From an optimization exercise on the open Yosys and OpenROAD flow, aimed at a short achievable clock period and few clock cycles; shortcuts taken in it are not production practice.
Only simulation tests tie the RTL to the original design; equivalence was not proved.
Power and IR drop assume default switching activity.

Design core_top, start of the top module:
module core_top (
    input  logic        clock,
    input  logic        reset_ALUop_2_3,
    output logic [15:0] pc_addr,
    input  logic [15:0] inst,
    output logic [15:0] mem_addr,
    output logic [15:0] mem_write_data,
    output logic        mem_write,
    input  logic [15:0] mem_read_data
);
    logic [15:0] pc;
    logic [15:0] regs [1:7];    
    logic [1:0]  cls;
    logic [2:0]  ra, rb;
    logic [3:0]  funct;
    logic        is_ld, is_st, is_li, is_rop;
    logic        f_add, f_sub, f_and, f_or, f_xor, f_sll, f_srl, f_ok;
    logic        f_wr, f_ld;
    assign cls   = inst[15:14];
    assign ra    = inst[13:11];
    assign rb    = inst[10:8];
    assign funct = inst[7:4];
    assign is_ld  = (cls == 2'b00);
    assign is_st  = (cls == 2'b01);
    assign is_li  = (cls == 2'b10);
    assign is_rop = (cls == 2'b11);
    assign f_add = (funct == 4'd0);
    assign f_sub = (funct == 4'd1);
    assign f_and = (funct == 4'd2);
    assign f_or  = (funct == 4'd3);
    assign f_xor = (funct == 4'd4);
    assign f_sll = (funct == 4'd8);
    assign f_srl = (funct == 4'd9);
    assign f_ok  = f_add | f_sub | f_and | f_or | f_xor | f_sll | f_srl;
  ...
==> flow/config.mk <==
export PLATFORM = sky130hd
export DESIGN_NAME = core_top
export DESIGN_NICKNAME = core_top
export VERILOG_FILES = /design/flow/design.v
export SDC_FILE = /design/flow/constraint.sdc
export NUM_CORES = 4
export LEC_CHECK = 0
export ABC_CLOCK_PERIOD_IN_PS = 2000
export CAP_MARGIN = 20
export CORE_MARGIN = 2
export CORE_UTILIZATION = 25
export PLACE_DENSITY = 0.4
export SETUP_SLACK_MARGIN = 2.6
export SLEW_MARGIN = 20
export SYNTH_HIERARCHICAL = 1
export SYNTH_MINIMUM_KEEP_SIZE = 0
==> flow/constraint.sdc <==
create_clock -name core_clock -period 4.5 [get_ports {clock}]
set_input_delay 0.9000 -clock core_clock [delete_from_list [all_inputs] [get_ports {clock}]]
set_output_delay 0.9000 -clock core_clock [all_outputs]
set_load 0.01 [all_outputs]
run.sh (not shown) runs the stock make flow with config.mk's settings and CLKGATE_MAP_FILE= SYNTH_SCRIPT=/design/flow/synth_recipe.tcl, a recipe that flattens the netlist after the stock synthesis.
The first run finished with timing, DRC and antenna clean.
Testbench counts at the start, summed over its fixed seeds: cycles 19,680.
Rerun with:
--- a/flow/design.v
+++ b/flow/design.v
@@ -253,36 +253,36 @@
                     ({16{e_xor_b}} & ~pn_b) | ({16{e_xor_x}} & ~pn_x);
     assign rest_s = shl(mrd, e_oh_sll_d) | shr(mrd, e_oh_srl_d);
     assign rest_2 = ({16{e_andor_2}} & mrd) | ({16{e_dbl_2}} & {mrd[14:0], 1'b0}) |
                     shl(e_b, e_oh_sll_r) | shr(e_b, e_oh_srl_r);
     function automatic [111:0] hilo(
         input        fwd, input k, input tk, input [15:0] alt,
         input        sm, input sb, input sx,
         input [15:0] pm, input [15:0] pb, input [15:0] px,
         input        fa, input fo, input fx, input [15:0] lpn, input [15:0] lgn,
         input        al, input [15:0] rl,
         input        as, input [15:0] rs, input a2, input [15:0] r2);
-        logic [15:0] tm, tb, tx, em, eb, ex, lg;
+        logic [15:0] tm, tb, tx, em, eb, ex;
         tm = pm ^ {16{tk}};
         tb = {pb[15:1] ^ {15{k}}, pb[0] ^ tk};
         tx = px ^ {16{tk}};
-        lg = ({16{fwd & fa & !k}} & ~lgn) | ({16{fwd & fa & k}} & lgn) |
+        em = ({16{!fwd}} & alt) |
+             ({16{fwd & fa & !k}} & ~lgn) | ({16{fwd & fa & k}} & lgn) |
              ({16{fwd & fo & !k}} & ~(lpn & lgn)) | ({16{fwd & fo & k}} & (lpn & lgn)) |
              ({16{fwd & fx & !k}} & ~lpn) | ({16{fwd & fx & k}} & lpn);
-        em = {16{!fwd}} & alt;
         eb = {16{fwd & al}} & (rl ^ {16{k}});
         ex = {16{fwd & as}} & (rs ^ {16{k}});
         hilo = {({16{fwd & sm}} & ~tm) | em, ({16{fwd & sm}} & tm) | em,
                 ({16{fwd & sb}} & ~tb) | eb, ({16{fwd & sb}} & tb) | eb,
                 ({16{fwd & sx}} & ~tx) | ex, ({16{fwd & sx}} & tx) | ex,
-                ~(({16{fwd & a2}} & (r2 ^ {16{k}})) | lg)};
+                ~({16{fwd & a2}} & (r2 ^ {16{k}}))};
     endfunction
     logic [111:0] hl_r, hl_b, hl_x, hl_xn;
     logic [15:0]  res, nb, nx, nxn;
     assign hl_r = hilo(1'b1, 1'b0, e_inv_r, 16'd0, e_sl_m, e_sl_b, e_sl_x, p_m, p_b, p_x,
                        e_and_m, e_or_m, e_xor_m, pn_l, gn_l,
                        e_act_l, rest_l, e_act_s, rest_s, e_act_2, rest_2);
     assign hl_b = hilo(d_fe_b && !d_li, d_sub, d_kb,
                        ({16{d_fmr_b}} & (m_res ^ {16{d_sub}})) |
                        ({16{d_fml_b}} & (mem_read_data ^ {16{d_sub}})) |
                        ({16{d_fw_b}} & (w_val ^ {16{d_sub}})) | d_rfb_x,
                        e_sl_m, e_sl_b, e_sl_x, p_m, p_b, p_x,
Maximum frequency is about the same.
Setup slack is better by 0.0045 ns.
Die area increases by about 0.37%.
First-iteration DRC count increases by about 9%.
Critical path depth decreases by 7.
Synthesized area increases by about 0.37%.
Combinational power increases by about 9%.
Testbench counts after the change, summed over its fixed seeds: cycles 19,680.

-- static timing again, ports no longer ideal --
The flow's constraints put no driver on any port. The routed layouts listed below were extracted and timed again, unchanged, in two steps.
Step 1: set_driving_cell puts a clkbuf_16 on clock and a buf_2 on each other input, an assumption about the parent block.
Step 2 adds t to the input delays and takes it off the output delays; t is the mean of the earliest and latest rising clock arrival at the registers after step 1. Input paths then give back, and output paths get back, about the clock's delay inside the block.
a / b / c = ideal ports / drivers / drivers and shift; a / b = the first two.
run	t (ns)	setup WS [ns]	slew at the worst register clock pin (ns)
the first run	0.717	2.170 / 2.021 / 1.304	0.07 / 0.07
the second run	0.746	2.175 / 2.099 / 1.438	0.07 / 0.07
After both steps every run listed still meets setup and hold. For the first run, which loses most, drivers alone change the setup slack by -0.149 ns; drivers and shift together by -0.866 ns.
